Background: an optimization exercise with open tools, aiming at small area, a short achievable clock period and few clock cycles per item. Do not read the settings as production practice. Only simulation tests tie the RTL to the original design; equivalence was not proved. No activity file was given, so power comes from the tool's default toggle rates.

## priority_round_robin_task_scheduler_core
module priority_round_robin_task_scheduler_core (
    input  logic        clk,
    input  logic        rst_n,
    input  logic        in_valid,
    output logic        in_ready,
    input  logic [2:0]  func,
    input  logic [7:0]  priority_req,
    input  logic [31:0] stack_pointer,
    input  logic [31:0] delay_ticks,
    output logic        out_valid,
    input  logic        out_ready,
    output logic [1:0]  status,
    output logic [3:0]  task_index,
    output logic [31:0] task_sp,
    output logic        switch_request
);
Size: about 120 I/O pins, roughly 0.068 mm^2 of cells after synthesis.
==> flow/config.mk <==
export PLATFORM = sky130hd
export DESIGN_NAME = priority_round_robin_task_scheduler_core
export DESIGN_NICKNAME = priority_round_robin_task_scheduler_core
export VERILOG_FILES = /design/flow/design.v
export SDC_FILE = /design/flow/constraint.sdc
export NUM_CORES = 4
export LEC_CHECK = 0
export CAP_MARGIN = 20
export CORE_MARGIN = 2
export CORE_UTILIZATION = 55
export CTS_BUF_LIST = sky130_fd_sc_hd__clkbuf_8 sky130_fd_sc_hd__clkbuf_16
export CTS_CLUSTER_DIAMETER = 60
export CTS_CLUSTER_SIZE = 24
export SLEW_MARGIN = 20
==> flow/constraint.sdc <==
create_clock -name core_clock -period 10.0 [get_ports {clk}]
set_input_delay 2.0000 -clock core_clock [delete_from_list [all_inputs] [get_ports {clk}]]
set_output_delay 2.0000 -clock core_clock [all_outputs]
set_load 0.01 [all_outputs]
standard.sh (not shown) runs the stock make flow with config.mk's settings and CLKGATE_MAP_FILE= SYNTH_SCRIPT=/design/flow/synth_recipe.tcl, a recipe that flattens the netlist after the stock synthesis.
==> flow/flow/run.sh <==
#!/bin/bash
# the standard layout, with timing repair aimed below the clock period:
# repair works on every path with less than SETUP_SLACK_MARGIN ns of slack
set -euo pipefail
bash standard.sh SETUP_SLACK_MARGIN=5.7 finish > run_standard.log 2>&1
Testbench counts at the start, summed over its fixed seeds: cycles 5,727, items 5,719.
Change:
--- a/flow/flow/run.sh
+++ b/flow/flow/run.sh
@@ -5 +5 @@
-bash standard.sh SETUP_SLACK_MARGIN=5.7 finish > run_standard.log 2>&1
+bash standard.sh SETUP_SLACK_MARGIN=6.5 finish > run_standard.log 2>&1
--- a/flow/config.mk
+++ b/flow/config.mk
@@ -11,3 +10,0 @@
-export CTS_BUF_LIST = sky130_fd_sc_hd__clkbuf_8 sky130_fd_sc_hd__clkbuf_16
-export CTS_CLUSTER_DIAMETER = 60
-export CTS_CLUSTER_SIZE = 24
What happened: Combinational power came out higher by 61%. Worst setup slack is better by 0.35 ns. Clock-buffer cell count rises by 73. Final cell count climbs by 6.6%.

---

## job 8376
Another version of the RTL of priority_round_robin_task_scheduler_core (not shown whole).
Size: roughly 4,700 cells after synthesis, ~120 I/O pins, about 0.066 mm^2 of cells after synthesis.
Design priority_round_robin_task_scheduler_core, start of the top module:
module priority_round_robin_task_scheduler_core (
    input  logic        clk,
    input  logic        rst_n,
    input  logic        in_valid,
    output logic        in_ready,
    input  logic [2:0]  func,
    input  logic [7:0]  priority_req,
    input  logic [31:0] stack_pointer,
    input  logic [31:0] delay_ticks,
    output logic        out_valid,
    input  logic        out_ready,
    output logic [1:0]  status,
    output logic [3:0]  task_index,
    output logic [31:0] task_sp,
    output logic        switch_request
);
Settings: LEC_CHECK=0, CAP_MARGIN=20, CORE_MARGIN=2, CORE_UTILIZATION=40, SLEW_MARGIN=20; clock period 10.0 ns.
run.sh (not shown) runs the stock make flow with config.mk's settings and CLKGATE_MAP_FILE= SYNTH_SCRIPT=/design/flow/synth_recipe.tcl, a recipe that flattens the netlist after the stock synthesis.
Stock flow here: none of the scripts above is used.
Testbench counts of job 8376, summed over its fixed seeds: cycles 5,727, items 5,719.
For job 8855, these inputs were changed with respect to job 8376:
--- a/flow/config.mk
+++ b/flow/config.mk
@@ -8,4 +8,8 @@
 export CAP_MARGIN = 20
 export CORE_MARGIN = 2
-export CORE_UTILIZATION = 40
+export CORE_UTILIZATION = 55
+export CTS_BUF_LIST = sky130_fd_sc_hd__clkbuf_8 sky130_fd_sc_hd__clkbuf_16
+export CTS_CLUSTER_DIAMETER = 80
+export CTS_CLUSTER_SIZE = 30
+export SETUP_SLACK_MARGIN = 5
 export SLEW_MARGIN = 20
Notes after the runs:
- Diff job 8376 -> job 8855: post-cts resize count grew by 48; fraction of standard cell area that is sequential went up by 2.1 points; count of placed standard cells in the final layout, fillers left out dropped about 10%; slack of the worst reg-to-reg path increased 1440 ps.
- Compared job 8855 vs job 8376, and total length of routed met2 wires is up in job 8855.
Inputs modified between job 8855 and job 469:
--- a/flow/config.mk
+++ b/flow/config.mk
@@ -9,7 +9,5 @@
 export CORE_MARGIN = 2
 export CORE_UTILIZATION = 55
-export CTS_BUF_LIST = sky130_fd_sc_hd__clkbuf_8 sky130_fd_sc_hd__clkbuf_16
-export CTS_CLUSTER_DIAMETER = 80
-export CTS_CLUSTER_SIZE = 30
+export CTS_BUF_LIST = sky130_fd_sc_hd__clkbuf_4 sky130_fd_sc_hd__clkbuf_8
 export SETUP_SLACK_MARGIN = 5
 export SLEW_MARGIN = 20
Findings:
- Result for job 469 and job 8855: all clean
- Die outline area: job 8855 vs job 469, no meaningful difference
- From job 8855 to job 469 the numbers moved as follows: max-slew violation total from the final report level; critical path depth moved down; worst clock skew level; wire length moved up.
- Summary of job 469 over job 8855: number of clock buffers in the layout climbed about 340%; clock power share climbed 7.3 points.
- Compared with job 8855, in job 469 number of gates resized after CTS lower; worst hold slack higher; synthesis-to-finish area growth higher.

---

== fjord ==
priority_round_robin_task_scheduler_core, a different RTL version from the one above (not shown whole).
Size in the first run: about 120 I/O pins, ~70000 um2 of cells after synthesis.
clock: 10.0 ns
lec_check: 0
cap_margin: 20
core_margin: 2
core_utilization: 62
cts_buf_list: sky130_fd_sc_hd__clkbuf_8 sky130_fd_sc_hd__clkbuf_16
cts_cluster_diameter: 100
cts_cluster_size: 28
slew_margin: 20
standard.sh (not shown) runs the stock make flow with config.mk's settings and CLKGATE_MAP_FILE= SYNTH_SCRIPT=/design/flow/synth_recipe.tcl, a recipe that flattens the netlist after the stock synthesis.
==> flow/flow/run.sh <==
#!/bin/bash
# the standard layout, with timing repair aimed below the clock period:
# repair works on every path with less than SETUP_SLACK_MARGIN ns of slack
set -euo pipefail
bash standard.sh SETUP_SLACK_MARGIN=6.5 finish > run_standard.log 2>&1
fjord completed; timing, DRC and antenna clean
Testbench counts of fjord, summed over its fixed seeds: cycles 5,735, items 5,719.
diff inputs: fjord => yarrow
- CTS_CLUSTER_SIZE changed from 28 to 24
- CORE_UTILIZATION changed from 62 to 55
- CTS_CLUSTER_DIAMETER changed from 100 to 60
==> comparison <==
The share of final layout cell area taken by non-clock buffers in yarrow sits 0.53 points below the value recorded for fjord. yarrow -> fjord: number of sequential storage elements delta 0, exact match. Wire: yarrow routes more than fjord. Compared fjord against yarrow; fraction of the cycle the final worst path needs within noise. yarrow vs fjord: sequential power up. Relative to fjord, the via count of yarrow is lower by 172. Summary of yarrow over fjord: number of inserted filler cells in the final layout went up by 1734, maximum frequency was more or less identical, utilization went down by 6.6 points, first-iteration DRC count went down by 84, number of gates resized after CTS went up by 39.

## re-timing with driven ports
How much do the figures lean on ideal ports? The routed layouts below were timed once more, with nothing changed but the port constraints.
Step 1, drivers: a clkbuf_16 drives clk and a buf_2 each remaining input, both assumed.
Step 2 times the ports against the registers' clock, not the clock port: input delays grow and output delays shrink by t, the midpoint of the rising clock arrivals with the driver on.
Slacks: ideal / step 1 / step 2; pairs: ideal / step 1.
| run | t, ns | slack for setup (ns) | worst setup path after step 2 | slew at the worst register clock pin (ns) |
|---|---|---|---|---|
| the first run of note 1 | 0.843 | 5.669 / 5.653 / 4.868 | input to register | 0.09 / 0.09 |
| the second run of note 1 | 0.879 | 6.016 / 6.015 / 5.137 | input to register | 0.07 / 0.07 |
| job 8376 | 0.887 | 3.521 / 3.521 / 3.521 | register to register | 0.07 / 0.07 |
| job 8855 | 0.788 | 4.964 / 4.964 / 4.217 | input to register | 0.12 / 0.12 |
| job 469 | 1.022 | 4.973 / 4.973 / 3.954 | input to register | 0.08 / 0.08 |
| fjord | 0.772 | 6.203 / 6.203 / 5.674 | input to register | 0.12 / 0.12 |
| yarrow | 0.863 | 6.192 / 6.192 / 5.736 | input to register | 0.09 / 0.09 |
After both steps setup and hold are still met in every run listed. The setup slack of job 469, which loses most, moves by 0.000 ns with the drivers and by -1.019 ns with both steps.
